Context: an optimization exercise on an open-source flow, tuned for small area, a short achievable clock period and few clock cycles per item. The choices shown serve that exercise and are no tape-out recipe. Where RTL was checked, it was by simulation tests only, not by an equivalence proof against the original. No functional check of the RTL was part of runs 1 and 2.

==> design.v <==
package ece571f23_g5_aes_pkg;
  localparam int AES_STATE_BYTES = 16;
endpackage
module ece571f23_g5_aes_sbox_in (
  input  logic [7:0] a,
  input  logic       inv,
  output logic [7:0] x
);
  wire t0 = a[0] ^ a[6];
  wire t1 = a[1] ^ t0;
  wire t2 = a[4] ^ a[7];
  wire t3 = a[5] ^ a[7];
  wire t4 = a[0] ^ a[3];
  wire t5 = a[2] ^ t1;
  wire t6 = a[4] ^ a[5];
  assign x[0] = inv ? (a[4] ^ a[6] ^ 1'b1) : (a[5] ^ t1);
  assign x[1] = inv ? (a[3] ^ t1 ^ 1'b1) : (t0 ^ t3);
  assign x[2] = inv ? (t2) : (t3 ^ t5);
  assign x[3] = inv ? (a[4] ^ t1 ^ 1'b1) : (t0 ^ t6);
  assign x[4] = inv ? (a[4] ^ t4 ^ 1'b1) : (a[5] ^ t0);
  assign x[5] = inv ? (t1 ^ t6) : (a[3] ^ t5);
  assign x[6] = inv ? (a[6] ^ t2 ^ 1'b1) : (a[1] ^ t2 ^ t4);
  assign x[7] = inv ? (a[2] ^ t3 ^ 1'b1) : (a[0]);
endmodule
module ece571f23_g5_aes_gf_inv_pre (
  input  logic [7:0]  x,
  output logic [11:0] p
);
  function automatic logic [1:0] m4(input logic [1:0] a, input logic [1:0] b);
    logic e;
    e  = (a[1] ^ a[0]) & (b[1] ^ b[0]);
    m4 = {(a[1] & b[1]) ^ e, (a[0] & b[0]) ^ e};
  endfunction
  function automatic logic [1:0] k4(input logic [1:0] a);
    k4 = {a[1] ^ a[0], a[1]};
  endfunction
  function automatic logic [3:0] m16(input logic [3:0] a, input logic [3:0] b);
    logic [1:0] e;
    e   = k4(m4(a[3:2] ^ a[1:0], b[3:2] ^ b[1:0]));
    m16 = {m4(a[3:2], b[3:2]) ^ e, m4(a[1:0], b[1:0]) ^ e};
  endfunction
  function automatic logic [3:0] sqnu(input logic [3:0] v);
    sqnu = {v[0] ^ v[2], v[1] ^ v[3], v[1], v[0] ^ v[1]};
  endfunction
  assign p = {x, m16(x[7:4], x[3:0]) ^ sqnu(x[7:4] ^ x[3:0])};
endmodule
module ece571f23_g5_aes_gf_inv_post (
  input  logic [11:0] p,
  output logic [7:0]  y
);
  function automatic logic [1:0] m4(input logic [1:0] a, input logic [1:0] b);
    logic e;
    e  = (a[1] ^ a[0]) & (b[1] ^ b[0]);
    m4 = {(a[1] & b[1]) ^ e, (a[0] & b[0]) ^ e};
  endfunction
  function automatic logic [1:0] k4(input logic [1:0] a);
    k4 = {a[1] ^ a[0], a[1]};
  endfunction
  function automatic logic [3:0] m16(input logic [3:0] a, input logic [3:0] b);
    logic [1:0] e;
    e   = k4(m4(a[3:2] ^ a[1:0], b[3:2] ^ b[1:0]));
    m16 = {m4(a[3:2], b[3:2]) ^ e, m4(a[1:0], b[1:0]) ^ e};
  endfunction
  function automatic logic [3:0] inv16(input logic [3:0] a);
    logic [1:0] s, d, di;
    s     = a[3:2] ^ a[1:0];
    d     = m4(a[3:2], a[1:0]) ^ k4({s[0], s[1]});
    di    = {d[0], d[1]};
    inv16 = {m4(a[1:0], di), m4(a[3:2], di)};
  endfunction
  logic [3:0] di;
  assign di = inv16(p[3:0]);
  assign y  = {m16(p[7:4], di), m16(p[11:8], di)};
endmodule
module ece571f23_g5_aes_gf_inv (
  input  logic [7:0] x,
  output logic [7:0] y
);
  logic [11:0] p;
  ece571f23_g5_aes_gf_inv_pre  u_pre  (.x(x), .p(p));
  ece571f23_g5_aes_gf_inv_post u_post (.p(p), .y(y));
endmodule
module ece571f23_g5_aes_sbox_out (
  input  logic [7:0] y,
  input  logic       inv,
  output logic [7:0] s
);
  wire t0 = y[0] ^ y[6];
  wire t1 = y[1] ^ y[4];
  wire t2 = y[3] ^ t0;
  wire t3 = y[2] ^ t2;
  wire t4 = y[0] ^ t1;
  wire t5 = y[5] ^ y[7];
  assign s[0] = inv ? (y[7]) : (y[3] ^ t1 ^ 1'b1);
  assign s[1] = inv ? (y[0] ^ y[4]) : (t4 ^ 1'b1);
  assign s[2] = inv ? (y[2] ^ t4) : (t2 ^ t5);
  assign s[3] = inv ? (y[7] ^ t1 ^ t2) : (y[1] ^ t3);
  assign s[4] = inv ? (y[3] ^ y[4]) : (y[2] ^ t0);
  assign s[5] = inv ? (t3 ^ t5) : (y[3] ^ y[5] ^ 1'b1);
  assign s[6] = inv ? (y[4] ^ y[5] ^ t3) : (y[2] ^ y[6] ^ 1'b1);
  assign s[7] = inv ? (t1) : (t0);
endmodule
module ece571f23_g5_aes_sbox (
  output logic [7:0] out,
  input  logic [7:0] in,
  input  logic       inv
);
  logic [7:0] x, y;
  ece571f23_g5_aes_sbox_in  u_in  (.a(in), .inv(inv), .x(x));
  ece571f23_g5_aes_gf_inv   u_inv (.x(x), .y(y));
  ece571f23_g5_aes_sbox_out u_out (.y(y), .inv(inv), .s(out));
endmodule
module ece571f23_g5_aes_subbytes_seq (
  input  logic         clk,
  input  logic         rst,
  input  logic         in_valid,
  output logic         in_ready,
  input  logic         in_inverse,
  input  logic [127:0] datain,
  output logic         out_valid,
  input  logic         out_ready,
  output logic [127:0] dataout,
  output logic         busy
);
  logic         sk_v_q, sk_v_d, rdy_q, v1_q, v2_q;
  logic         sk_inv_q, inv1_q;
  logic [127:0] x_d, sk_x_q, x_q, y, res_d, res_q;
  logic         acc, ld2, ld1, src_v, src_inv;
  logic [127:0] src_x;
  for (genvar k = 0; k < 16; k++) begin : g_lane
    ece571f23_g5_aes_sbox_in u_in (
      .a   (datain[8*k +: 8]),
      .inv (in_inverse),
      .x   (x_d[8*k +: 8])
    );
    ece571f23_g5_aes_gf_inv u_inv (
      .x (x_q[8*k +: 8]),
      .y (y[8*k +: 8])
    );
    ece571f23_g5_aes_sbox_out u_out (
      .y   (y[8*k +: 8]),
      .inv (inv1_q),
      .s   (res_d[8*k +: 8])
    );
  end
  assign acc = in_valid && !sk_v_q;    
  assign ld2 = !v2_q || out_ready;     
  assign ld1 = !v1_q || ld2;           
  assign src_v   = sk_v_q || acc;
  assign src_x   = sk_v_q ? sk_x_q   : x_d;
  assign src_inv = sk_v_q ? sk_inv_q : in_inverse;
  always_comb begin
    if (sk_v_q) sk_v_d = !ld1;
    else        sk_v_d = acc && !ld1;
  end
  always_ff @(posedge clk) begin
    if (rst) begin
      sk_v_q <= 1'b0;
      rdy_q  <= 1'b1;
      v1_q   <= 1'b0;
      v2_q   <= 1'b0;
    end else begin
      sk_v_q <= sk_v_d;
      rdy_q  <= !sk_v_d;
      if (ld2) v2_q <= v1_q;
      if (ld1) v1_q <= src_v;
    end
  end
  always_ff @(posedge clk) begin
    if (!sk_v_q) begin
      sk_x_q   <= x_d;
      sk_inv_q <= in_inverse;
    end
  end
  always_ff @(posedge clk) begin
    if (ld1 && src_v) begin
      x_q    <= src_x;
      inv1_q <= src_inv;
    end
  end
  always_ff @(posedge clk) begin
    if (ld2 && v1_q) begin
      res_q <= res_d;
    end
  end
  assign in_ready  = rdy_q;
  assign out_valid = v2_q;
  assign dataout   = res_q;
  assign busy      = sk_v_q || v1_q || v2_q;
endmodule
==> flow/run.sh <==
#!/bin/bash
# Layout flow: the standard flow (standard.sh), with one change to synthesis:
# ABC maps the logic with an area-recovering script (flow/abc_area.script)
# instead of ORFS's delay script. Registers are mapped before ABC, so they are
# the standard synthesis's registers, with the same names and cells.
set -euo pipefail
W=$(pwd)
cat > "$W/area_synth.tcl" <<TCL
proc abc {args} {
  set i [lsearch -exact \$args -script]
  if {\$i >= 0} {
    set args [lreplace \$args \$i [expr {\$i + 1}] -script $W/flow/abc_area.script]
  }
  yosys abc {*}\$args
}
source $W/synth_recipe.tcl
TCL
bash "$W/standard.sh" SYNTH_SCRIPT="$W/area_synth.tcl" BUFFER_PORTS_ARGS="-buffer_cell sky130_fd_sc_hd__buf_1" finish > "$W/standard_flow.log" 2>&1
==> flow/abc_area.script <==
strash
&get -n
&dch -f
&nf -R 1000
&put
topo
stime -c
==> standard.sh <==
#!/bin/bash
# synth_recipe.tcl (not shown) runs the flow's synth.tcl, then flattens the netlist and writes it again
# the make line also repeats each setting of config.mk as NAME=value (left out here)
make -C /OpenROAD-flow-scripts/flow DESIGN_CONFIG=/design/flow/config.mk WORK_HOME=/design/flow/orfs CLKGATE_MAP_FILE= SYNTH_SCRIPT=/design/flow/synth_recipe.tcl "${@:-finish}"
==> config.mk <==
export PLATFORM = sky130hd
export DESIGN_NAME = ece571f23_g5_aes_subbytes_seq
export DESIGN_NICKNAME = ece571f23_g5_aes_subbytes_seq
export VERILOG_FILES = /design/flow/design.v
export SDC_FILE = /design/flow/constraint.sdc
export NUM_CORES = 4
export LEC_CHECK = 0
export CAP_MARGIN = 20
export CORE_MARGIN = 2
export CORE_UTILIZATION = 40
export CTS_BUF_LIST = sky130_fd_sc_hd__clkbuf_4
export SETUP_SLACK_MARGIN = 1.0
export SLEW_MARGIN = 20
==> constraint.sdc <==
create_clock -name core_clock -period 17.5 [get_ports {clk}]
set_input_delay 3.5000 -clock core_clock [delete_from_list [all_inputs] [get_ports {clk}]]
set_output_delay 3.5000 -clock core_clock [all_outputs]
set_load 0.01 [all_outputs]
==> results of run 1 <==
==> cell usage in the layout (no fill, tap or decap), drive strengths merged, types with 2 or more instances in the layout <==
cell	n
a221o	4
ha	80
and2	15
clkinv	78
nand2	459
xor2	548
o21bai	2
nand2b	11
or2	12
dfxtp	133
nor2b	15
or3	2
bufinv	5
edfxtp	257
o21ai	196
xnor2	1096
buf	273
mux2i	16
clkbuf	151
diode	4
o211ai	2
nor2	300
a21oi	139
a22oi	16
mux2	12
inv	3
==> worst max-delay path, delay by kind of cell (launching register included) <==
kind            cells  cell delay, ps
xor+xnor           16            4050
fa+ha+maj           1             320
flops               1             470
simple gates        4             390
buf+inv             1             120
compound gates      1              90
==> kinds of logic after synthesis <==
kind of cell,share of synthesized area
AND/OR/NAND/NOR,0.102
buffers and inverters,0.00432
XOR/XNOR,0.460
adder cells (fa/ha/maj),0.0320
AO/OA/AOI/OAI,0.0605
flip-flops,0.332
multiplexers,0.00943
==> worst min-delay path by stage <==
stage                             start                   to  slack (ps)  depth (start not counted)
floorplan           sk_x_q[101]$_DFF_P_  sk_x_q[101]$_DFF_P_         410                          2
CTS                  sk_x_q[37]$_DFF_P_   sk_x_q[37]$_DFF_P_         440                          2
global placement    sk_x_q[101]$_DFF_P_  sk_x_q[101]$_DFF_P_         420                          2
detailed placement   sk_x_q[37]$_DFF_P_   sk_x_q[37]$_DFF_P_         430                          2
finish               sk_x_q[85]$_DFF_P_   sk_x_q[85]$_DFF_P_         440                          2
global route           sk_inv_q$_DFF_P_     sk_inv_q$_DFF_P_         460                          2
==> state kept, by name (all words and copies together), names as in the netlist <==
name / cells
sk_inv_q: 1
inv1_q: 1
sk_x_q: 128
rdy_q: 1
res_q: 128
sk_v_q: 1
v2_q: 1
v1_q: 1
x_q: 128
==> per-layer routing <==
metal / track usage / up-vias
met5: 0 / -
met4: 0.0532 / 6
met3: 0.0414 / 81
li1: - / 11800
met2: 0.284 / 332
met1: 0.206 / 10300
==> final cells by class <==
type	count	share of cell area
flip-flops and latches	390	0.295
multi-input cells	2930	0.591
diodes	4	0.000284
inverters	36	0.00384
well taps	1040	0.0370
repair buffers	274	0.0308
clock buffers	150	0.0320
clock inverters	50	0.00981
==> through the flow <==
stage,worst slack [ps],utilization,instance area [µm²],cells
3_5_place_dp,11510,0.435,33700,4670
4_1_cts,11730,0.454,35200,4870
2_1_floorplan,6470,-,31300,3356
5_1_grt,11190,0.454,35200,4871
6_report,11760,0.455,35200,4874
3_3_place_gp,11510,0.435,33700,4670
==> impl_metrics.ini, run 1 <==
[run_status]
status = no timing/DRC/antenna violations

[clock_network]
htree_levels = 3
cts.sinks = 390
post_cts_buffers = 0
clkLatencyLatePin_ps = 890
cts_max_path_buffers = 3
tritoncts = done
numCtsBuffers = 107
cts_hold_buffers = 0
clkTransAtPathRegs_ps = 70
clockRootBuffer = clkbuf_4
cts-resized-gates = 0

[critical_path]
startpoint = x_q[71]$_DFFE_PP_
crit_top_cell = xnor2_1
reg2reg_setup_slack_ps = 11760
crit_path_cell_trace = xnor2_1 -> xnor2_1 -> nand2_1 -> xnor2_1 -> xnor2_1 -> clkinv_1 -> ha_1 -> xnor2_1 -> xnor2_1 -> xnor2_1 -> nand2_1 -> xnor2_1 -> xor2_1 -> xnor2_1 -> nand2_1 -> xnor2_1 -> xnor2_1 -> xnor2_1 -> xnor2_1 -> xnor2_1 -> xnor2_1 -> nand2_1 -> o21ai_0
crit_type = flip-flop to flip-flop
ff2ff_path_depth = 23
crit_required_ps = 18030
cpMaxStageDelayCell = edfxtp_1
critical-path-max-stage-delay_ps = 470
end_kind = flip-flop
crit_path_max_fanout = 4
cp.arrival_ps = 6280
rr_startpoint = x_q[71]$_DFFE_PP_
rr_endpoint = res_q[70]$_DFFE_PP_
start_kind = flip-flop
critPathCapture = res_q[70]$_DFFE_PP_

[timing]
worstMarginPinSlew_ps = 1090
skew_ps = 76.8
hold_violations = 0
worst_hold_slack_ps = 442
fin_crit_ps = 5740
fin_crit_sh = 0.328
setup-tns-final_ps = 0
drv_slew = 0
rsz0062_at_grt = no
max_freq_mhz = 174
setup_violations = 0
maxSlewHeadroom = 0.270

[grt]
grt_max_degree = 240
grt_util_all_layers = 0.167
antenna_found_initial = 9
grt-ovfl-total = 0
grt_pass1_vias = 22600
grt_pass1_wl_um = 111000

[flow_run]
maxCapViolations = 0

[die]
ios = 264
die_w_um = 284
die_area_mm2 = 0.0805
die_height_um = 284
core_mm2 = 0.0775
start_util = 0.404
core.rowCount = 102

[routing]
drt-initial-drc-count = 878
viasPerCell = 4.62
ant_nets = 0
met2_length_um = 31600
firstDrtPassIters = 5
wl_per_cell_um = 13.8
met3WireLength_um = 3470
met1_length_um = 30800
vias = 22500
remaining_drc_errors = 0
drt-total-wl_um = 67200
highest_layer = met5

[synthesis]
syn_nets = 3569
synth-main-ff-cell = edfxtp_1
yosysWarnings = 3
syn_area_mm2 = 0.0313
synth.area.top_cells = xnor2_1 (31%), edfxtp_1 (25%), xor2_1 (15%), dfxtp_1 (8.5%), nand2_1 (5.5%)
synth_enable_flop_cells = 257
synthDistinctLibCells = 26
synth_seq_cells = 390
synthArstFlopShare = 0
syn_inst = 3356
yosysMostFrequentCell = xnor2_1
synth_seq_area_share = 0.332
yosysTopAreaCell = xnor2_1
yosys.area.top_type_share = 0.307
synth_commonest_cells = xnor2_1 (1,096), xor2_1 (548), nand2_1 (459)
avgSynthCellArea_um2 = 9.33

[layout]
nNetsFinal = 3952
area_growth_pct = 12.5
seq_area_mm2 = 0.0104
multiInputGateArea_mm2 = 0.0208
fill_cells = 7665
drive_above_1_share = 0.0493

[placement]
place_congestion = 0.883
port_buffers = 263
dp_hpwl_um = 50900

[worst_hold_path]
hp-class = flip-flop to flip-flop
==> inputs of run 2 (changes only) <==
--- a/config.mk
+++ b/config.mk
@@ -8,6 +8,5 @@
 export CAP_MARGIN = 20
 export CORE_MARGIN = 2
 export CORE_UTILIZATION = 40
-export CTS_BUF_LIST = sky130_fd_sc_hd__clkbuf_4
 export SETUP_SLACK_MARGIN = 1.0
 export SLEW_MARGIN = 20
==> impl_metrics.ini, run 2 <==
[run_status]
status = no timing/DRC/antenna violations

[die]
die_w_um = 284
start_util = 0.404
core.rowCount = 102
ios = 264
core_mm2 = 0.0775
die_area_mm2 = 0.0805
die_height_um = 284

[clock_network]
clkTransAtPathRegs_ps = 60
cts_max_path_buffers = 3
clockRootBuffer = clkbuf_16
tritoncts = done
htree_levels = 2
post_cts_buffers = 0
clkLatencyLatePin_ps = 590
numCtsBuffers = 46
cts_hold_buffers = 0
cts.sinks = 390
cts-resized-gates = 0

[layout]
layout.cells.non_filler = 4757
seq_area_mm2 = 0.0104
layout_common_cells = xnor2_1 (1,096), xor2_1 (548), nand2_1 (459)
nNetsFinal = 3891
reg_top3 = res_q x128, sk_x_q x128, x_q x128
fill_cells = 7572
area_growth_pct = 13.3
final_common_cell = xnor2_1
drive_above_1_share = 0.0261
utilization = 0.458
multiInputGateArea_mm2 = 0.0208

[synthesis]
yosysWarnings = 3
synth_commonest_cells = xnor2_1 (1,096), xor2_1 (548), nand2_1 (459)
yosysMostFrequentCell = xnor2_1
syn_nets = 3569
synthMuxAreaShare = 0.00943
avgSynthCellArea_um2 = 9.33
synthXorXnorAreaFrac = 0.460
synth_seq_area_share = 0.332
synth_simple_gate_area_frac = 0.102
synth_compound_area_frac = 0.0605
yosysTopAreaCell = xnor2_1
synth_enable_flop_cells = 257
synthArstFlopShare = 0
synth_seq_cells = 390
synth-main-ff-cell = edfxtp_1
synth_top_family_by_area = XOR/XNOR gates
synthAdderAreaFrac = 0.0320
syn_inst = 3356
synth.area.top_cells = xnor2_1 (31%), edfxtp_1 (25%), xor2_1 (15%), dfxtp_1 (8.5%), nand2_1 (5.5%)
syn_area_mm2 = 0.0313
yosys.area.top_type_share = 0.307
synthDistinctLibCells = 26

[placement]
dp.cells = 4670
dp_hpwl_um = 50900
place_congestion = 0.883
port_buffers = 263

[routing]
remaining_drc_errors = 0
viasPerCell = 4.66
vias = 22200
wl_per_cell_um = 14.1
drt-initial-drc-count = 945
ant_nets = 0
firstDrtPassIters = 5
drt-total-wl_um = 67000

[grt]
antenna_found_initial = 8
grt_pass1_vias = 22100
grt-ovfl-total = 0
grt_pass1_wl_um = 111000
grt_max_degree = 240
grt_util_all_layers = 0.166

[critical_path]
reg2reg_setup_slack_ps = 11780
crit_path_max_fanout = 4
rr_startpoint = x_q[71]$_DFFE_PP_
startpoint = x_q[71]$_DFFE_PP_
cp.arrival_ps = 6010
critPathCapture = res_q[69]$_DFFE_PP_
crit_required_ps = 17790
crit_type = flip-flop to flip-flop
start_kind = flip-flop
end_kind = flip-flop
rr_endpoint = res_q[69]$_DFFE_PP_
ff2ff_path_depth = 22

[timing]
max_freq_mhz = 175
worst_hold_slack_ps = 439
skew_ps = 38.3
worstMarginPinSlew_ps = 1160
maxSlewHeadroom = 0.224
fin_crit_sh = 0.327
rsz0062_at_grt = no
setup-tns-final_ps = 0
hold_violations = 0
drv_slew = 0
setup_violations = 0
fin_crit_ps = 5720

[flow_run]
maxCapViolations = 0

[worst_hold_path]
hp-class = flip-flop to flip-flop
run 2: worst min-delay path by stage:
stage	start	to	slack, ps	cells after the start
6_report	sk_x_q[5]$_DFF_P_	sk_x_q[5]$_DFF_P_	440	2
5_1_grt	sk_inv_q$_DFF_P_	sk_inv_q$_DFF_P_	460	2
4_1_cts	sk_x_q[37]$_DFF_P_	sk_x_q[37]$_DFF_P_	440	2
3_5_place_dp	sk_x_q[37]$_DFF_P_	sk_x_q[37]$_DFF_P_	430	2
3_3_place_gp	sk_x_q[101]$_DFF_P_	sk_x_q[101]$_DFF_P_	420	2
2_1_floorplan	sk_x_q[101]$_DFF_P_	sk_x_q[101]$_DFF_P_	410	2
run 2: critical path: stages, from the launching register on:
cell and delay (ps):
edfxtp_1 470, xnor2_1 340, xnor2_1 200, nand2_1 100, xnor2_1 290, xnor2_1 230, clkinv_1 120, ha_1 330
xnor2_1 150, xnor2_1 310, xnor2_1 190, nand2_1 120, xnor2_1 310, xor2_1 290, xnor2_1 180, nand2_1 90
xnor2_1 290, xnor2_1 210, xnor2_1 360, xnor2_1 210, xnor2_1 370, xor2_1 200, a21oi_1 90
run 2: cells by family after synthesis:
kind of cell    after synthesis
buf+inv                      36
mux                          28
xor+xnor                   1644
fa+ha+maj                    80
flops                       390
simple gates                816
compound gates              362
run 2: metrics by stage:
step,cell area [µm²],setup WS [ps]
finish,35500,11780
global route,35500,11200
CTS,35500,11750
detailed placement,33700,11510
global placement,33700,11510
floorplan,31300,6470
run 2: routing by layer:
| metal | part of all wire | vias to the layer above | routed length, µm | global-route usage |
|---|---|---|---|---|
| met5 | 0.00087 | - | 58 | 0 |
| met4 | 0.021 | 10 | 1380 | 0.0394 |
| met3 | 0.052 | 87 | 3460 | 0.0369 |
| met2 | 0.47 | 316 | 31400 | 0.286 |
| met1 | 0.46 | 10200 | 30600 | 0.210 |
| li1 | - | 11600 | - | - |
run 2: area by class of cell:
class / count / share of cell area
multi-input cells: 2930 / 0.587
flip-flops and latches: 390 / 0.293
clock buffers: 63 / 0.0386
well taps: 1040 / 0.0367
repair buffers: 274 / 0.0306
clock inverters: 22 / 0.0102
inverters: 36 / 0.00381
diodes: 2 / 0.000141
==> inputs of run 3 (changes only) <==
--- a/design.v
+++ b/design.v
@@ -6,21 +6,33 @@
   input  logic       inv,
   output logic [7:0] x
 );
-  wire t0 = a[0] ^ a[6];
-  wire t1 = a[1] ^ t0;
-  wire t2 = a[4] ^ a[7];
-  wire t3 = a[5] ^ a[7];
-  wire t4 = a[0] ^ a[3];
-  wire t5 = a[2] ^ t1;
-  wire t6 = a[4] ^ a[5];
-  assign x[0] = inv ? (a[4] ^ a[6] ^ 1'b1) : (a[5] ^ t1);
-  assign x[1] = inv ? (a[3] ^ t1 ^ 1'b1) : (t0 ^ t3);
-  assign x[2] = inv ? (t2) : (t3 ^ t5);
-  assign x[3] = inv ? (a[4] ^ t1 ^ 1'b1) : (t0 ^ t6);
-  assign x[4] = inv ? (a[4] ^ t4 ^ 1'b1) : (a[5] ^ t0);
-  assign x[5] = inv ? (t1 ^ t6) : (a[3] ^ t5);
-  assign x[6] = inv ? (a[6] ^ t2 ^ 1'b1) : (a[1] ^ t2 ^ t4);
-  assign x[7] = inv ? (a[2] ^ t3 ^ 1'b1) : (a[0]);
+  wire t0 = a[4] ^ a[6];
+  wire t1 = a[4] ^ a[7];
+  wire t2 = a[6] ^ t1;
+  wire t3 = a[0] ^ a[1];
+  wire t4 = t0 ^ t3;
+  wire t5 = a[5] ^ t4;
+  wire t6 = a[1] ^ t5;
+  wire t7 = a[4] ^ t5;
+  wire t8 = a[1] ^ t7;
+  wire t9 = a[7] ^ t8;
+  wire t10 = a[3] ^ t3;
+  wire t11 = a[6] ^ t10;
+  wire t12 = a[2] ^ t11;
+  wire t13 = t1 ^ t10;
+  wire t14 = a[2] ^ a[7];
+  wire t15 = a[5] ^ t14;
+  wire t16 = t7 ^ t14;
+  wire t17 = t8 ^ t10;
+  wire t18 = t5 ^ t17;
+  assign x[0] = inv ? (t0 ^ 1'b1) : (t7);
+  assign x[1] = inv ? (t11 ^ 1'b1) : (t9);
+  assign x[2] = inv ? (t1) : (t16);
+  assign x[3] = inv ? (t4 ^ 1'b1) : (t6);
+  assign x[4] = inv ? (t18 ^ 1'b1) : (t8);
+  assign x[5] = inv ? (t5) : (t12);
+  assign x[6] = inv ? (t2 ^ 1'b1) : (t13);
+  assign x[7] = inv ? (t15 ^ 1'b1) : (a[0]);
 endmodule
 module ece571f23_g5_aes_gf_inv_pre (
   input  logic [7:0]  x,
@@ -85,20 +97,31 @@
   input  logic       inv,
   output logic [7:0] s
 );
-  wire t0 = y[0] ^ y[6];
-  wire t1 = y[1] ^ y[4];
-  wire t2 = y[3] ^ t0;
-  wire t3 = y[2] ^ t2;
-  wire t4 = y[0] ^ t1;
-  wire t5 = y[5] ^ y[7];
-  assign s[0] = inv ? (y[7]) : (y[3] ^ t1 ^ 1'b1);
-  assign s[1] = inv ? (y[0] ^ y[4]) : (t4 ^ 1'b1);
-  assign s[2] = inv ? (y[2] ^ t4) : (t2 ^ t5);
-  assign s[3] = inv ? (y[7] ^ t1 ^ t2) : (y[1] ^ t3);
-  assign s[4] = inv ? (y[3] ^ y[4]) : (y[2] ^ t0);
-  assign s[5] = inv ? (t3 ^ t5) : (y[3] ^ y[5] ^ 1'b1);
-  assign s[6] = inv ? (y[4] ^ y[5] ^ t3) : (y[2] ^ y[6] ^ 1'b1);
-  assign s[7] = inv ? (t1) : (t0);
+  wire t0 = y[0] ^ y[4];
+  wire t1 = y[0] ^ y[6];
+  wire t2 = y[1] ^ y[4];
+  wire t3 = y[0] ^ t2;
+  wire t4 = y[2] ^ y[6];
+  wire t5 = y[0] ^ t4;
+  wire t6 = y[2] ^ t3;
+  wire t7 = y[3] ^ y[4];
+  wire t8 = y[1] ^ t7;
+  wire t9 = y[3] ^ y[5];
+  wire t10 = y[4] ^ t5;
+  wire t11 = t8 ^ t10;
+  wire t12 = t9 ^ t10;
+  wire t13 = y[7] ^ t1;
+  wire t14 = t8 ^ t13;
+  wire t15 = t9 ^ t13;
+  wire t16 = y[2] ^ t15;
+  assign s[0] = inv ? (y[7]) : (t8 ^ 1'b1);
+  assign s[1] = inv ? (t0) : (t3 ^ 1'b1);
+  assign s[2] = inv ? (t6) : (t15);
+  assign s[3] = inv ? (t14) : (t11);
+  assign s[4] = inv ? (t7) : (t5);
+  assign s[5] = inv ? (t16) : (t9 ^ 1'b1);
+  assign s[6] = inv ? (t12) : (t4 ^ 1'b1);
+  assign s[7] = inv ? (t2) : (t1);
 endmodule
 module ece571f23_g5_aes_sbox (
   output logic [7:0] out,
==> flow/abc_area.script (replaced) <==
strash
dc2
&get -n
&dch -f
&nf -R 1000
&put
==> impl_metrics.ini, run 3 <==
[run_status]
status = no timing/DRC/antenna violations

[grt]
grt_max_degree = 130
antenna_found_initial = 9
grt_pass1_vias = 21500
grt-ovfl-total = 0
grt_pass1_wl_um = 112000
grt_util_all_layers = 0.176

[clock_network]
htree_levels = 2
clockRootBuffer = clkbuf_16
clkTransAtPathRegs_ps = 60
post_cts_buffers = 0
clkLatencyLatePin_ps = 590
cts_hold_buffers = 0
tritoncts = done
numCtsBuffers = 49
cts.sinks = 390
cts-resized-gates = 0
cts_max_path_buffers = 3

[layout]
fill_cells = 7351
layout_common_cells = xnor2_1 (1,051), xor2_1 (482), nand2_1 (372)
area_growth_pct = 13.3
nNetsFinal = 3720
drive_above_1_share = 0.0294
fin_area_mm2 = 0.0346
reg_top3 = res_q x128, sk_x_q x128, x_q x128
final_common_cell = xnor2_1

[synthesis]
synthDistinctLibCells = 32
synthArstFlopShare = 0
yosys.area.top_type_share = 0.302
yosysTopAreaCell = xnor2_1
syn_area_mm2 = 0.0305
syn_inst = 3163
synth.area.top_cells = xnor2_1 (30%), edfxtp_1 (25%), xor2_1 (14%), dfxtp_1 (8.7%), nand2_1 (4.6%)
yosysWarnings = 3
synth_seq_area_share = 0.340
synth_enable_flop_cells = 257
syn_nets = 3392
synth-main-ff-cell = edfxtp_1
synth_commonest_cells = xnor2_1 (1,051), xor2_1 (482), nand2_1 (374)
avgSynthCellArea_um2 = 9.65
yosysMostFrequentCell = xnor2_1
synth_seq_cells = 390

[critical_path]
end_kind = flip-flop
cp.arrival_ps = 6000
start_kind = flip-flop
crit_required_ps = 17760
crit_type = flip-flop to flip-flop
crit_path_max_fanout = 4

[timing]
rsz0062_at_grt = no
layout_setup_ws_ps = 11750
drv_slew = 0
max_freq_mhz = 174
setup-tns-final_ps = 0
worstMarginPinSlew_ps = 1040
skew_ps = 13.5
fin_crit_ps = 5750
fin_crit_sh = 0.328
hold_violations = 0
maxSlewHeadroom = 0.305
setup_violations = 0
worst_hold_slack_ps = 454

[flow_run]
maxCapViolations = 0

[routing]
wl_per_cell_um = 15.4
viasPerCell = 4.77
firstDrtPassIters = 5
drt-initial-drc-count = 840
vias = 21500
ant_nets = 0
drt-total-wl_um = 69600
remaining_drc_errors = 0

[placement]
port_buffers = 263
dp_hpwl_um = 52700
place_congestion = 0.870
dp_slack_ps = 11550
place_area_mm2 = 0.0329

[die]
die_w_um = 280
ios = 264
start_util = 0.403
core.rowCount = 101
die_height_um = 280
die_area_mm2 = 0.0785
core_mm2 = 0.0757

[worst_hold_path]
hp-class = flip-flop to flip-flop
-- run 3: changes by cell type in the layout (fill, tap and decap cells not counted), sizes merged, moves of 26 or more --
| cell | delta |
|---|---|
| nand2 | -85 |
| xor2 | -66 |
| a21oi | -50 |
| o21ai | -46 |
| xnor2 | -45 |
| o221ai | +29 |
| and2 | +28 |
| nor2 | -26 |
-- run 3: routing by layer --
| metal | track usage | wire length [µm] |
|---|---|---|
| met5 | 0 | 74 |
| met4 | 0.0387 | 1290 |
| met3 | 0.0317 | 3190 |
| met2 | 0.296 | 32000 |
| met1 | 0.235 | 33000 |
-- run 3: logic make-up (layout without fill, tap and decap cells) --
logic type               after synthesis  after routing  synth area share
XOR/XNOR                            1535           1535             0.441
AND/OR/NAND/NOR                      735            735            0.0980
flip-flops                           390            390             0.340
AO/OA/AOI/OAI                        339            339            0.0651
adder cells (fa/ha/maj)               96             96            0.0394
multiplexers                          36             36            0.0121
buffers and inverters                 32            401           0.00394
other                                  0              2                 0
-- run 3: area by class of cell --
| cell class | instances | area, µm² | share of cell area |
|---|---|---|---|
| diodes | 2 | 5.00 | 0.000145 |
| clock buffers | 63 | 1320 | 0.0381 |
| clock inverters | 29 | 344 | 0.00995 |
| inverters | 32 | 121 | 0.00351 |
| multi-input cells | 2741 | 20100 | 0.580 |
| flip-flops and latches | 390 | 10400 | 0.300 |
| well taps | 978 | 1220 | 0.0354 |
| repair buffers | 277 | 1120 | 0.0324 |
-- run 3: worst max-delay path, cell delays in order, from the launching register on --
cell      delay (ps)
edfxtp_1         460
xnor2_1          340
xor2_1           230
nor2_1            90
xnor2_1          280
xnor2_1          230
ha_1             330
xor2_1           180
or3_1            370
a21boi_0         340
xor2_1           330
xor2_1           280
xor2_1           210
nor2_1            80
xnor2_1          170
xnor2_1          450
xor2_1           300
xor2_1           260
xnor2_1          190
xor2_1           170
a21oi_1          130
-- run 3: through the flow --
stage | std cells | utilization
floorplan | 3163 | -
global placement | 4417 | 0.434
detailed placement | 4417 | 0.434
CTS | 4509 | 0.456
global route | 4511 | 0.457
finish | 4512 | 0.457
-- run 3: path summary, 6_finish.rpt --
check | cells after the start | from | end | slack, ps
max | 20 | x_q[58]$_DFFE_PP_ | res_q[61]$_DFFE_PP_ | 11750
min | 1 | sk_x_q[84]$_DFF_P_ | sk_x_q[84]$_DFF_P_ | 450
max reg2reg | 20 | x_q[58]$_DFFE_PP_ | res_q[61]$_DFFE_PP_ | 11750
min reg2reg | 1 | sk_x_q[84]$_DFF_P_ | sk_x_q[84]$_DFF_P_ | 450
Testbench counts of run 3, summed over its fixed seeds: cycles 1,040, items 1,024.
==> inputs of run 4 (changes only) <==
--- a/flow/run.sh
+++ b/flow/run.sh
@@ -15,4 +15,4 @@
 }
 source $W/synth_recipe.tcl
 TCL
-bash "$W/standard.sh" SYNTH_SCRIPT="$W/area_synth.tcl" BUFFER_PORTS_ARGS="-buffer_cell sky130_fd_sc_hd__buf_1" finish > "$W/standard_flow.log" 2>&1
+bash "$W/standard.sh" SYNTH_SCRIPT="$W/area_synth.tcl" BUFFER_PORTS_ARGS="-buffer_cell sky130_fd_sc_hd__buf_1" SETUP_SLACK_MARGIN=12.2 finish > "$W/standard_flow.log" 2>&1
==> impl_metrics.ini, run 4 <==
[run_status]
status = no timing/DRC/antenna violations

[critical_path]
crit_top_cell = xor2_2
path_delay_family = XOR/XNOR gates
critical-path-max-stage-delay_ps = 500
cp.arrival_ps = 5620
cp_num_buf_inv = 2
crit_type = flip-flop to flip-flop
crit_path_max_fanout = 4
start_kind = flip-flop
cpMaxStageDelayCell = edfxtp_1
crit_path_cell_trace = ha_1 -> xor2_2 -> xnor2_1 -> xnor2_1 -> xor2_2 -> ha_4 -> buf_4 -> xor2_1 -> xnor2_2 -> buf_4 -> nor2b_1 -> xor2_4 -> xor2_2 -> nor2b_2 -> xor2_2 -> xnor2_2 -> xnor2_2 -> xor2_2 -> xor2_1 -> xor2_1 -> a21oi_1
end_kind = flip-flop
crit_required_ps = 17810

[timing]
hold_violations = 0
max_freq_mhz = 188
fin_crit_ps = 5310
setup_violations = 0
setup-tns-final_ps = 0
worst_hold_slack_ps = 453
layout_setup_ws_ps = 12190
worstMarginPinSlew_ps = 964
drv_slew = 0
rsz0062_at_grt = yes
maxSlewHeadroom = 0.357
fin_crit_sh = 0.304
skew_ps = 11.9

[die]
die_w_um = 280
die_area_mm2 = 0.0785
core_mm2 = 0.0757
die_height_um = 280
start_util = 0.403
core.rowCount = 101
ios = 264

[synthesis]
synth-main-ff-cell = edfxtp_1
synthDistinctLibCells = 32
synth.area.top_cells = xnor2_1 (30%), edfxtp_1 (25%), xor2_1 (14%), dfxtp_1 (8.7%), nand2_1 (4.6%)
syn_nets = 3392
synth_enable_flop_cells = 257
synthArstFlopShare = 0
synth_seq_area_share = 0.340
avgSynthCellArea_um2 = 9.65
synth_seq_cells = 390
syn_inst = 3163
syn_area_mm2 = 0.0305
synth_commonest_cells = xnor2_1 (1,051), xor2_1 (482), nand2_1 (374)
yosys.area.top_type_share = 0.302
yosysTopAreaCell = xnor2_1
yosysMostFrequentCell = xnor2_1
yosysWarnings = 3

[routing]
vias = 23000
drt-total-wl_um = 77000
wl_per_cell_um = 16.1
viasPerCell = 4.83
firstDrtPassIters = 5
drt-initial-drc-count = 963
remaining_drc_errors = 0
ant_nets = 0

[grt]
grt_pass1_wl_um = 113000
antenna_found_initial = 4
grt_util_all_layers = 0.178
grt_pass1_vias = 22000
grt-ovfl-total = 0
grt_max_degree = 87

[layout]
final_common_cell = xnor2_1
utilization = 0.543
area_growth_pct = 34.7
layout_common_cells = xnor2_1 (748), nand2_1 (360), xor2_1 (350)
drive_above_1_share = 0.243
nNetsFinal = 3976
layout.cells.non_filler = 4769
reg_top3 = res_q x128, sk_x_q x128, x_q x128

[clock_network]
tritoncts = done
numCtsBuffers = 51
cts_max_path_buffers = 3
cts_hold_buffers = 0
htree_levels = 2
cts.sinks = 390
clkLatencyLatePin_ps = 590
clockRootBuffer = clkbuf_16
clkTransAtPathRegs_ps = 60

[placement]
dp.cells = 4416
port_buffers = 263
place_congestion = 0.851
dp_slack_ps = 11410
dp_hpwl_um = 52200

[flow_run]
maxCapViolations = 0

[worst_hold_path]
hp-class = flip-flop to flip-flop
## run 4: worst paths after layout
check / start / to / slack, ps / cells past startpoint
min reg2reg: sk_inv_q$_DFF_P_ / sk_inv_q$_DFF_P_ / 450 / 2
min: sk_inv_q$_DFF_P_ / sk_inv_q$_DFF_P_ / 450 / 2
max: x_q[88]$_DFFE_PP_ / res_q[93]$_DFFE_PP_ / 12190 / 21
max reg2reg: x_q[88]$_DFFE_PP_ / res_q[93]$_DFFE_PP_ / 12190 / 21
## run 4: logic make-up (layout without fill, tap and decap cells)
logic type | count (synthesis) | in the layout | synth area share
xor gates and xnor gates | 1535 | 1535 | 0.441
and+or+nand+nor | 735 | 735 | 0.0980
DFF | 390 | 390 | 0.340
adders and majority gates | 96 | 96 | 0.0394
other | 0 | 1 | 0
muxes | 36 | 36 | 0.0121
buffers and inverters | 32 | 659 | 0.00394
AOI/OAI and AO/OA | 339 | 339 | 0.0651
## run 4: through the flow
step	instance area, µm²
after floorplan	30600
after global placement	33000
after detailed placement	33000
after CTS	36200
after global routing	41100
final	41100
## run 4: layout make-up
type,instances,area [µm²]
clock inverters,28,339
inverters,32,148
fillers,6505,34600
well taps,978,1220
clock buffers,68,1420
repair buffers,531,3040
multi-input cells,2741,24500
flip-flops and latches,390,10400
diodes,1,2.50
## run 4: repair_timing
action	CTS	global route
pin swaps	43	276
buffers inserted	57	199
gates resized for setup	142	509
endpoints found under the setup margin	126	111
## run 4: worst min-delay path, cell delays in order (launching register included)
cell and delay, ps:
dfxtp_1 300, nand2_1 50, nand2_1 70
## run 4: per-layer routing
layer / vias up / routed length (µm) / track usage
li1: 11600 / - / -
met1: 11000 / 32900 / 0.225
met2: 367 / 39400 / 0.316
met3: 106 / 3120 / 0.0308
met4: 8 / 1500 / 0.0378
met5: - / 50 / 0
==> inputs of run 5 (changes only) <==
--- a/flow/run.sh
+++ b/flow/run.sh
@@ -15,4 +15,4 @@
 }
 source $W/synth_recipe.tcl
 TCL
-bash "$W/standard.sh" SYNTH_SCRIPT="$W/area_synth.tcl" BUFFER_PORTS_ARGS="-buffer_cell sky130_fd_sc_hd__buf_1" SETUP_SLACK_MARGIN=12.2 finish > "$W/standard_flow.log" 2>&1
+bash "$W/standard.sh" SYNTH_SCRIPT="$W/area_synth.tcl" BUFFER_PORTS_ARGS="-buffer_cell sky130_fd_sc_hd__buf_1" ADDER_MAP_FILE= finish > "$W/standard_flow.log" 2>&1
==> flow/abc_area.script (replaced) <==
strash
&get -n
&dch -f
&nf -R 1000
&put
strash
&get -n
&dch -f
&nf -R 1000
&put
--- a/config.mk
+++ b/config.mk
@@ -8,5 +8,7 @@
 export CAP_MARGIN = 20
 export CORE_MARGIN = 2
 export CORE_UTILIZATION = 40
+export CTS_BUF_LIST = sky130_fd_sc_hd__clkbuf_4
+export CTS_CLUSTER_SIZE = 30
 export SETUP_SLACK_MARGIN = 1.0
 export SLEW_MARGIN = 20
==> impl_metrics.ini, run 5 <==
[clock_network]
clockRootBuffer = clkbuf_4
clkLatencyLatePin_ps = 890
clkTransAtPathRegs_ps = 60
htree_levels = 3
cts-resized-gates = 0
cts.sinks = 390
cts_max_path_buffers = 3
numCtsBuffers = 105
cts_hold_buffers = 0
tritoncts = done
post_cts_buffers = 0

[layout]
layout_common_cells = xnor2_1 (964), nand2_1 (417), xor2_1 (395)
nNetsFinal = 3662
reg_top3 = res_q x128, sk_x_q x128, x_q x128
drive_above_1_share = 0.0567
final_common_cell = xnor2_1
area_growth_pct = 12.9
utilization = 0.457
fill_cells = 7158

[placement]
port_buffers = 263
dp_hpwl_um = 50000
place_congestion = 0.871

[timing]
skew_ps = 80.5
hold_violations = 0
worstMarginPinSlew_ps = 1040
maxSlewHeadroom = 0.307
rsz0062_at_grt = no
fin_crit_sh = 0.314
setup_violations = 0
setup-tns-final_ps = 0
drv_slew = 0
fin_crit_ps = 5490
max_freq_mhz = 182

[routing]
remaining_drc_errors = 0
viasPerCell = 4.80
ant_nets = 0
vias = 21900
drt-total-wl_um = 67500
wl_per_cell_um = 14.8
drt-initial-drc-count = 1083
firstDrtPassIters = 5

[synthesis]
synth_compound_area_frac = 0.0934
synth_top_family_by_area = XOR/XNOR gates
syn_inst = 3145
synth-main-ff-cell = edfxtp_1
synth_simple_gate_area_frac = 0.122
synth_seq_cells = 390
syn_area_mm2 = 0.0290
synthMuxAreaShare = 0.0136
synthArstFlopShare = 0
synthXorXnorAreaFrac = 0.411
synth_enable_flop_cells = 257
yosysTopAreaCell = xnor2_1
synth.area.top_cells = xnor2_1 (29%), edfxtp_1 (27%), xor2_1 (12%), dfxtp_1 (9.2%), nand2_1 (5.4%)
synthAdderAreaFrac = 0
yosysMostFrequentCell = xnor2_1
yosysWarnings = 3
synth_commonest_cells = xnor2_1 (964), nand2_1 (417), xor2_1 (395)
synth_seq_area_share = 0.358
avgSynthCellArea_um2 = 9.22
yosys.area.top_type_share = 0.291
synthDistinctLibCells = 37
syn_nets = 3278

[worst_hold_path]
hp-class = flip-flop to flip-flop

[die]
core_mm2 = 0.0716
core.rowCount = 98
die_area_mm2 = 0.0746
ios = 264
die_w_um = 273
die_height_um = 273
start_util = 0.405

[critical_path]
crit_path_cell_trace = or3_1 -> buf_1
critical-path-max-stage-delay_ps = 820
start_kind = flip-flop
crit_required_ps = 14000
cp.arrival_ps = 1990
cpMaxStageDelayCell = dfxtp_4
crit_type = flip-flop to primary output
crit_path_max_fanout = 71
cp_num_buf_inv = 1
path_delay_family = flip-flops
end_kind = primary output

[flow_run]
maxCapViolations = 0

[grt]
grt_pass1_vias = 21200
grt_pass1_wl_um = 108000
grt-ovfl-total = 0
antenna_found_initial = 2
grt_max_degree = 92
grt_util_all_layers = 0.179

[run_status]
status = no timing/DRC/antenna violations
## run 5: cell count changes after synthesis, sizes merged, moves of 28 or more
| cell | before | now |
|---|---|---|
| nand2b | 13 | 53 |
| nor2 | 274 | 349 |
| xnor2 | 1051 | 964 |
| o31ai | 0 | 29 |
| and2 | 43 | 15 |
| ha | 96 | 0 |
| a21oi | 89 | 123 |
| o21ai | 150 | 203 |
| nand2 | 374 | 417 |
| xor2 | 482 | 395 |
## run 5: layout make-up
class / instances / area, µm² / area share
clock buffer: 170 / 1280 / 0.0390
antenna: 2 / 5.00 / 0.000153
multi-input combinational: 2737 / 18600 / 0.568
inverter: 18 / 67.6 / 0.00206
clock inverter: 26 / 134 / 0.00409
timing repair buffer: 277 / 1100 / 0.0335
sequential: 390 / 10400 / 0.317
tap: 950 / 1190 / 0.0363
## run 5: routing by layer
metal  vias to the layer above  global-route usage  routed length, µm
met4                         0              0.0592               1410
li1                      11400                   -                  -
met3                       100              0.0328               3620
met1                     10000               0.240              31700
met2                       464               0.288              30800
met5                         -                   0                  0
## run 5: final timing paths
| kind | slack (ps) | cells past startpoint | to | start |
|---|---|---|---|---|
| setup / recovery | 12010 | 2 | busy | sk_v_q$_SDFF_PP0_ |
| hold / removal | 450 | 2 | sk_x_q[109]$_DFF_P_ | sk_x_q[109]$_DFF_P_ |
| setup reg to reg | 12150 | 19 | res_q[91]$_DFFE_PP_ | x_q[89]$_DFFE_PP_ |
| hold reg to reg | 450 | 2 | sk_x_q[109]$_DFF_P_ | sk_x_q[109]$_DFF_P_ |
## run 5: worst min-delay path, stage by stage, from the launching register on
cell and delay (ps):
dfxtp_1 310, nand2_1 50, nand2_1 60
## run 5: stage by stage
step / setup WS, ps / instances / instance area [µm²] / hold WS (ps)
after floorplan: 6890 / 3145 / 29000 / 412
after detailed placement: 11070 / 4372 / 31300 / 434
after global placement: 11150 / 4372 / 31300 / 424
after CTS: 11850 / 4568 / 32700 / 451
final: 12010 / 4570 / 32700 / 446
after global routing: 11580 / 4569 / 32700 / 473
## run 5: cell families (layout without fill, tap and decap cells)
logic type,Yosys count,in the layout
other,0,2
muxes,39,39
DFF,390,390
AOI/OAI and AO/OA,465,465
and+or+nand+nor,874,874
xor gates and xnor gates,1359,1359
buffers and inverters,18,491
==> inputs of run 6 (changes only) <==
--- a/config.mk
+++ b/config.mk
@@ -8,7 +8,5 @@
 export CAP_MARGIN = 20
 export CORE_MARGIN = 2
 export CORE_UTILIZATION = 40
-export CTS_BUF_LIST = sky130_fd_sc_hd__clkbuf_4
-export CTS_CLUSTER_SIZE = 30
 export SETUP_SLACK_MARGIN = 1.0
 export SLEW_MARGIN = 20
==> impl_metrics.ini, run 6 <==
[grt]
grtUsageMet3 = 0.0275
grt_pass1_vias = 20700
top_usage_layer = met2
grt-ovfl-total = 0
gr-usage-met2 = 0.290
grt_util_all_layers = 0.177
met1_usage = 0.242
grt_max_degree = 92
antenna_found_initial = 1
grt_pass1_wl_um = 108000

[synthesis]
avgSynthCellArea_um2 = 9.22
syn_area_mm2 = 0.0290
synth_enable_flop_cells = 257
yosys.area.top_type_share = 0.291
syn_inst = 3145
yosysWarnings = 3
synth_commonest_cells = xnor2_1 (964), nand2_1 (417), xor2_1 (395)
synthArstFlopShare = 0
synth-main-ff-cell = edfxtp_1
synthDistinctLibCells = 37
yosysMostFrequentCell = xnor2_1
synth.area.top_cells = xnor2_1 (29%), edfxtp_1 (27%), xor2_1 (12%), dfxtp_1 (9.2%), nand2_1 (5.4%)
synth_seq_cells = 390
synth_seq_area_share = 0.358
syn_nets = 3278
yosysTopAreaCell = xnor2_1

[routing]
ant_nets = 0
drt-initial-drc-count = 1039
viasPerCell = 4.84
firstDrtPassIters = 5
remaining_drc_errors = 0
vias = 21600
wl_per_cell_um = 15.1
drt-total-wl_um = 67100

[layout]
multiInputGateArea_mm2 = 0.0186
fill_cells = 7076
num_antenna_cells = 0
area_growth_pct = 13.6
reg_top3 = res_q x128, sk_x_q x128, x_q x128
nNetsFinal = 3604
drive_above_1_share = 0.0285
final_common_cell = xnor2_1
fin_area_mm2 = 0.0329
seq_area_mm2 = 0.0104
layout_common_cells = xnor2_1 (964), nand2_1 (417), xor2_1 (395)

[die]
core_mm2 = 0.0716
die_height_um = 273
die_w_um = 273
ios = 264
die_area_mm2 = 0.0746
start_util = 0.405
core.rowCount = 98

[timing]
fin_crit_sh = 0.327
hold_violations = 0
setup_violations = 0
fin_crit_ps = 5730
maxSlewHeadroom = 0.292
max_freq_mhz = 174
setup-tns-final_ps = 0
drv_slew = 0
skew_ps = 17.3
rsz0062_at_grt = no
worstMarginPinSlew_ps = 1060

[critical_path]
cp.arrival_ps = 6090
cpMaxStageDelayCell = nor2_4
critPathCapture = x_q[72]$_DFFE_PP_
crit_path_cell_trace = clkbuf_4 -> inv_2 -> buf_4 -> nor2_4 -> a22oi_1 -> o21ai_0
reg2reg_setup_slack_ps = 12140
startpoint = in_inverse
critical-path-max-stage-delay_ps = 860
ff2ff_path_depth = 19
crit_type = primary input to flip-flop
rr_startpoint = x_q[89]$_DFFE_PP_
end_kind = flip-flop
crit_required_ps = 17860
rr_endpoint = res_q[91]$_DFFE_PP_
start_kind = primary input
crit_path_max_fanout = 36

[placement]
place_congestion = 0.871
port_buffers = 263
dp_hpwl_um = 50000
place_area_mm2 = 0.0313

[clock_network]
cts-resized-gates = 0
clkLatencyLatePin_ps = 580
cts_max_path_buffers = 3
tritoncts = done
clkTransAtPathRegs_ps = 60
htree_levels = 2
cts_hold_buffers = 0
post_cts_buffers = 0
numCtsBuffers = 47
clockRootBuffer = clkbuf_16
cts.sinks = 390

[run_status]
status = no timing/DRC/antenna violations

[worst_hold_path]
hold_start = sk_x_q[115]$_DFF_P_
hp-class = flip-flop to flip-flop

[flow_run]
maxCapViolations = 0
[run 6: cell types whose count changed in the layout (fill, tap and decap cells not counted), sizes merged]
cell / before / now
clkbuf: 171 / 68
clkinv: 38 / 24
inv: 2 / 7
bufinv: 0 / 4
diode: 2 / 0
clkinvlp: 4 / 3
[run 6: through the flow]
| stage | cells | hold WS [ps] | util | setup WS (ps) |
|---|---|---|---|---|
| global placement | 4372 | 424 | 0.437 | 11150 |
| floorplan | 3145 | 412 | - | 6890 |
| detailed placement | 4372 | 434 | 0.437 | 11070 |
| finish | 4459 | 445 | 0.460 | 11770 |
| CTS | 4459 | 448 | 0.460 | 11700 |
| global route | 4459 | 469 | 0.460 | 11570 |
[run 6: cell type report]
type	count	area share
Inverter	18	0.00205
Clock buffer	67	0.0421
Multi-Input combinational cell	2737	0.564
Sequential cell	390	0.315
Tap cell	950	0.0361
Timing Repair Buffer	277	0.0333
Clock inverter	20	0.00726
[run 6: worst min path at each step]
| stage | depth (start not counted) | slack, ps | to |
|---|---|---|---|
| 3_3_place_gp | 2 | 420 | sk_x_q[107]$_DFF_P_ |
| 3_5_place_dp | 2 | 430 | sk_x_q[115]$_DFF_P_ |
| 4_1_cts | 2 | 450 | sk_x_q[115]$_DFF_P_ |
| 6_report | 2 | 450 | sk_x_q[115]$_DFF_P_ |
| 5_1_grt | 2 | 470 | sk_x_q[109]$_DFF_P_ |
| 2_1_floorplan | 2 | 410 | sk_x_q[107]$_DFF_P_ |
[run 6: cell families (layout without fill, tap and decap cells)]
group / count (synthesis) / in the layout / synth area share
compound gates: 465 / 465 / 0.0934
simple gates: 874 / 874 / 0.122
mux: 39 / 39 / 0.0136
buf+inv: 18 / 382 / 0.00233
flops: 390 / 390 / 0.358
xor+xnor: 1359 / 1359 / 0.411
[run 6: routing by layer]
layer / routed length [µm] / up-vias
li1: - / 11200
met1: 31700 / 9909
met4: 1440 / 0
met3: 3250 / 88
met2: 30800 / 415
met5: 0 / -
[run 6: worst max-delay path, delay by kind of cell]
family,cells,cell delay (ps)
buffers and inverters,3,1370
and+or+nand+nor,1,860
AOI/OAI and AO/OA,2,320
==> inputs of run 7 (changes only) <==
--- a/config.mk
+++ b/config.mk
@@ -7,6 +7,7 @@
 export LEC_CHECK = 0
 export CAP_MARGIN = 20
 export CORE_MARGIN = 2
-export CORE_UTILIZATION = 40
+export CORE_UTILIZATION = 60
+export PLACE_DENSITY = 0.75
 export SETUP_SLACK_MARGIN = 1.0
 export SLEW_MARGIN = 20
==> impl_metrics.ini, run 7 <==
[grt]
grt_pass1_wl_um = 107000
grt_max_degree = 96
antenna_found_initial = 11
grt_util_all_layers = 0.259
grt_pass1_vias = 22100
grt-ovfl-total = 0

[timing]
maxSlewHeadroom = 0.238
fin_crit_ps = 5550
rsz0062_at_grt = no
hold_violations = 0
fin_crit_sh = 0.317
layout_setup_ws_ps = 11950
skew_ps = 13.8
setup-tns-final_ps = 0
setup_violations = 0
worst_hold_slack_ps = 443
drv_slew = 0
max_freq_mhz = 180
worstMarginPinSlew_ps = 1140

[synthesis]
synthArstFlopShare = 0
syn_nets = 3278
synth-main-ff-cell = edfxtp_1
yosysTopAreaCell = xnor2_1
synth.area.top_cells = xnor2_1 (29%), edfxtp_1 (27%), xor2_1 (12%), dfxtp_1 (9.2%), nand2_1 (5.4%)
synth_commonest_cells = xnor2_1 (964), nand2_1 (417), xor2_1 (395)
synthDistinctLibCells = 37
synth_seq_cells = 390
syn_inst = 3145
synth_seq_area_share = 0.358
synth_enable_flop_cells = 257
avgSynthCellArea_um2 = 9.22
yosys.area.top_type_share = 0.291
yosysWarnings = 3
syn_area_mm2 = 0.0290
yosysMostFrequentCell = xnor2_1

[critical_path]
end_kind = flip-flop
crit_path_max_fanout = 63
cp.arrival_ps = 5910
start_kind = primary input
crit_type = primary input to flip-flop
crit_required_ps = 17870

[clock_network]
cts_hold_buffers = 0
clkLatencyLatePin_ps = 580
cts_max_path_buffers = 3
htree_levels = 2
cts-resized-gates = 0
post_cts_buffers = 0
clockRootBuffer = clkbuf_16
numCtsBuffers = 44
clkTransAtPathRegs_ps = 60
tritoncts = done
cts.sinks = 390

[layout]
fin_area_mm2 = 0.0323
drive_above_1_share = 0.0257
nNetsFinal = 3598
utilization = 0.676
layout_common_cells = xnor2_1 (964), nand2_1 (417), xor2_1 (395)
final_common_cell = xnor2_1
area_growth_pct = 11.4
reg_top3 = res_q x128, sk_x_q x128, x_q x128

[die]
die_area_mm2 = 0.0501
ios = 264
core_mm2 = 0.0477
core.rowCount = 80
die_height_um = 224
die_w_um = 224
start_util = 0.607

[placement]
dp_slack_ps = 11490
place_congestion = 0.894
dp_hpwl_um = 48900
port_buffers = 263
place_area_mm2 = 0.0309

[routing]
vias = 22300
drt-initial-drc-count = 1372
wl_per_cell_um = 15.9
drt-total-wl_um = 65600
viasPerCell = 5.42
firstDrtPassIters = 5
ant_nets = 0
remaining_drc_errors = 0

[run_status]
status = no timing/DRC/antenna violations

[flow_run]
maxCapViolations = 0

[worst_hold_path]
hp-class = flip-flop to flip-flop
## run 7: cell counts after synthesis
No cell type changed its count.
## run 7: layout make-up
class                           instances  area, µm²
Antenna cell                            6       15.0
Clock buffer                           55       1210
Clock inverter                         25        190
Fill cell                            3854      15500
Inverter                               18       67.6
Multi-Input combinational cell       2737      18600
Sequential cell                       390      10400
Tap cell                              615        769
Timing Repair Buffer                  274       1070
## run 7: logic make-up after synthesis
logic type | count (synthesis) | share of synthesized area
xor+xnor | 1359 | 0.411
simple gates | 874 | 0.122
compound gates | 465 | 0.0934
flops | 390 | 0.358
mux | 39 | 0.0136
buf+inv | 18 | 0.00233
## run 7: through the flow
step / cells
global route: 4116
finish: 4120
detailed placement: 4034
CTS: 4114
global placement: 4034
floorplan: 3145
## run 7: final timing paths
path	start	end	slack [ps]	cells after the start
hold reg to reg	sk_x_q[107]$_DFF_P_	sk_x_q[107]$_DFF_P_	440	2
setup reg to reg	x_q[97]$_DFFE_PP_	res_q[99]$_DFFE_PP_	12020	19
hold / removal	sk_x_q[107]$_DFF_P_	sk_x_q[107]$_DFF_P_	440	2
setup / recovery	in_inverse	x_q[25]$_DFFE_PP_	11950	7
## run 7: critical path: stages
cell	delay, ps
buf_2	80
buf_4	640
inv_2	30
buf_4	370
nor2_4	830
a22oi_1	170
o21ai_0	200
## run 7: per-layer routing
layer | global-route usage | share of wire
met5 | 0 | 0.0012
met4 | 0.0869 | 0.024
met3 | 0.0459 | 0.058
met2 | 0.456 | 0.49
met1 | 0.321 | 0.42
==> inputs of run 8 (changes only) <==
--- a/config.mk
+++ b/config.mk
@@ -7,7 +7,9 @@
 export LEC_CHECK = 0
 export CAP_MARGIN = 20
 export CORE_MARGIN = 2
-export CORE_UTILIZATION = 60
-export PLACE_DENSITY = 0.75
+export CORE_UTILIZATION = 70
+export CTS_BUF_LIST = sky130_fd_sc_hd__clkbuf_4
+export CTS_CLUSTER_SIZE = 30
+export PLACE_DENSITY = 0.85
 export SETUP_SLACK_MARGIN = 1.0
 export SLEW_MARGIN = 20
==> impl_metrics.ini, run 8 <==
[timing]
rsz0062_at_grt = no
max_freq_mhz = 178
setup-tns-final_ps = 0
fin_crit_sh = 0.321
fin_crit_ps = 5610
worstMarginPinSlew_ps = 1120
hold_violations = 0
skew_ps = 45.7
setup_violations = 0
maxSlewHeadroom = 0.255
drv_slew = 0

[routing]
drt-total-wl_um = 68300
drt-initial-drc-count = 1662
highest_layer = met5
vias = 23200
remaining_drc_errors = 0
met2_length_um = 33600
met1_length_um = 28300
wl_per_cell_um = 16.5
ant_nets = 0
met3WireLength_um = 4620
viasPerCell = 5.61
firstDrtPassIters = 6

[clock_network]
post_cts_buffers = 0
cts.sinks = 390
clockRootBuffer = clkbuf_4
clkTransAtPathRegs_ps = 80
tritoncts = done
clkLatencyLatePin_ps = 840
cts-resized-gates = 0
numCtsBuffers = 100
cts_hold_buffers = 0
cts_max_path_buffers = 3
htree_levels = 3

[synthesis]
synth_commonest_cells = xnor2_1 (964), nand2_1 (417), xor2_1 (395)
synthArstFlopShare = 0
yosysMostFrequentCell = xnor2_1
yosysTopAreaCell = xnor2_1
yosysWarnings = 3
syn_area_mm2 = 0.0290
avgSynthCellArea_um2 = 9.22
synth_enable_flop_cells = 257
syn_inst = 3145
synth.area.top_cells = xnor2_1 (29%), edfxtp_1 (27%), xor2_1 (12%), dfxtp_1 (9.2%), nand2_1 (5.4%)
yosys.area.top_type_share = 0.291
synth_seq_area_share = 0.358
synth_seq_cells = 390
synthDistinctLibCells = 37
syn_nets = 3278
synth-main-ff-cell = edfxtp_1

[placement]
port_buffers = 263
place_area_mm2 = 0.0308
dp.cells = 3950
dp_hpwl_um = 50300
place_congestion = 0.933

[worst_hold_path]
holdPathEnd = sk_x_q[18]$_DFF_P_
whs_path_depth = 1
hold_start = sk_x_q[18]$_DFF_P_
hp-class = flip-flop to flip-flop

[flow_run]
maxCapViolations = 0

[grt]
antenna_found_initial = 10
grt_pass1_vias = 23500
grt-ovfl-total = 0
grt_max_degree = 130
grt_pass1_wl_um = 111000
grt_util_all_layers = 0.311

[die]
die_area_mm2 = 0.0431
die_height_um = 207
core.rowCount = 74
start_util = 0.710
die_w_um = 207
core_mm2 = 0.0408
ios = 264

[critical_path]
crit_type = flip-flop to flip-flop
start_kind = flip-flop
ff2ff_path_depth = 20
crit_required_ps = 18040
rr_startpoint = x_q[44]$_DFFE_PP_
reg2reg_setup_slack_ps = 11890
cp.arrival_ps = 6160
rr_endpoint = res_q[43]$_DFFE_PP_
end_kind = flip-flop
crit_path_max_fanout = 7

[layout]
drive_above_1_share = 0.0518
reg_top3 = res_q x128, sk_x_q x128, x_q x128
layout_common_cells = xnor2_1 (964), nand2_1 (417), xor2_1 (395)
area_growth_pct = 11.2
fin_area_mm2 = 0.0322
final_common_cell = xnor2_1
nNetsFinal = 3654
layout.cells.non_filler = 4143

[run_status]
status = no timing/DRC/antenna violations
==> run 8: cell types whose count changed in the layout (fill, tap and decap cells not counted), sizes merged <==
| cell | before | now |
|---|---|---|
| diode | 6 | 3 |
| clkinvlp | 4 | 0 |
| clkinv | 34 | 48 |
| clkbuf | 55 | 153 |
| inv | 3 | 1 |
| bufinv | 2 | 5 |
==> run 8: logic make-up after synthesis <==
| family | after synthesis | synth area share |
|---|---|---|
| xor+xnor | 1359 | 0.411 |
| simple gates | 874 | 0.122 |
| flops | 390 | 0.358 |
| compound gates | 465 | 0.0934 |
| mux | 39 | 0.0136 |
| buf+inv | 18 | 0.00233 |
==> run 8: per-stage QoR <==
stage               hold slack, ps  setup slack [ps]  utilization
floorplan                      412              6890            -
global placement               423             11640        0.754
detailed placement             439             11550        0.754
CTS                            453             11960        0.789
global route                   464             11440        0.789
finish                         457             11890        0.789
==> run 8: metal layers <==
| metal | global-route usage | vias to the layer above |
|---|---|---|
| met2 | 0.545 | 798 |
| met1 | 0.383 | 10900 |
| li1 | - | 11300 |
| met5 | 0 | - |
| met3 | 0.0635 | 156 |
| met4 | 0.103 | 14 |
==> run 8: worst max-delay path, cell delays in order (launching register included) <==
cell	delay [ps]
edfxtp_1	570
xnor2_1	430
nor2_1	110
xnor2_1	440
xnor2_1	170
xnor2_1	390
nor2_1	100
xnor2_1	180
or2_0	150
o21ai_0	90
a21oi_1	410
xnor2_1	240
xor2_1	230
nand2b_1	110
xor2_1	190
xnor2_1	400
xor2_1	330
xor2_1	260
xnor2_1	180
o21ai_0	130
xor2_1	190
==> run 8: area by class of cell <==
cell class              count  area [µm²]
diodes                      3        7.51
clock buffers             153        1150
clock inverters            36         289
fillers                  2780        8600
inverters                  18        67.6
multi-input cells        2737       18600
flip-flops and latches    390       10400
well taps                 532         666
repair buffers            274        1090
==> run 8: worst max-delay path by stage <==
stage / end / cells after the start / slack [ps] / start
after floorplan: inv1_q$_DFFE_PP_ / 2 / 6890 / in_valid
after global placement: x_q[24]$_DFFE_PP_ / 6 / 11640 / in_inverse
after detailed placement: x_q[56]$_DFFE_PP_ / 6 / 11550 / in_inverse
after CTS: busy / 2 / 11960 / sk_v_q$_SDFF_PP0_
after global routing: res_q[46]$_DFFE_PP_ / 20 / 11440 / x_q[41]$_DFFE_PP_
final: res_q[43]$_DFFE_PP_ / 20 / 11890 / x_q[44]$_DFFE_PP_

-- re-timing with driven ports --
The results above use ideal ports. As a check the final layouts listed here were re-extracted and re-timed, cells and wires unchanged.
Step 1, drivers: a clkbuf_16 drives clk and a buf_2 each remaining input, both assumed.
Step 2 moves the port delays by t, midway between the first and last clock arrival at a register: inputs arrive t later, outputs are due t later. That takes back most of the time a late clock gives input paths.
Slacks: no drivers / after step 1 / after step 2; pairs: no drivers / after step 1.
| run | t (ns) | setup WS [ns] | hold slack, ns | slew at the worst register clock pin (ns) | worst slew at a driven data input, ns |
|---|---|---|---|---|---|
| run 1 | 0.910 | 11.759 / 11.759 / 11.561 | 0.442 / 0.442 / 0.442 | 0.08 / 0.08 | 0.16 |
| run 2 | 0.635 | 11.780 / 11.780 / 11.595 | 0.439 / 0.439 / 0.439 | 0.07 / 0.07 | 0.16 |
| run 3 | 0.645 | 11.754 / 11.754 / 11.594 | 0.454 / 0.454 / 0.454 | 0.07 / 0.07 | 0.11 |
| run 4 | 0.649 | 12.187 / 12.187 / 11.672 | 0.453 / 0.453 / 0.453 | 0.06 / 0.06 | 0.15 |
| run 5 | 0.909 | 12.005 / 11.947 / 11.166 | 0.446 / 0.446 / 0.446 | 0.08 / 0.08 | 0.08 |
| run 6 | 0.630 | 11.769 / 11.806 / 11.176 | 0.445 / 0.445 / 0.445 | 0.06 / 0.06 | 0.07 |
| run 7 | 0.629 | 11.955 / 11.991 / 11.361 | 0.443 / 0.443 / 0.443 | 0.06 / 0.06 | 0.11 |
| run 8 | 0.876 | 11.888 / 11.888 / 11.464 | 0.457 / 0.457 / 0.457 | 0.09 / 0.09 | 0.08 |
After both steps every run listed still meets setup and hold. The setup slack of run 5, which loses most, moves by -0.058 ns with the drivers and by -0.839 ns with both steps.
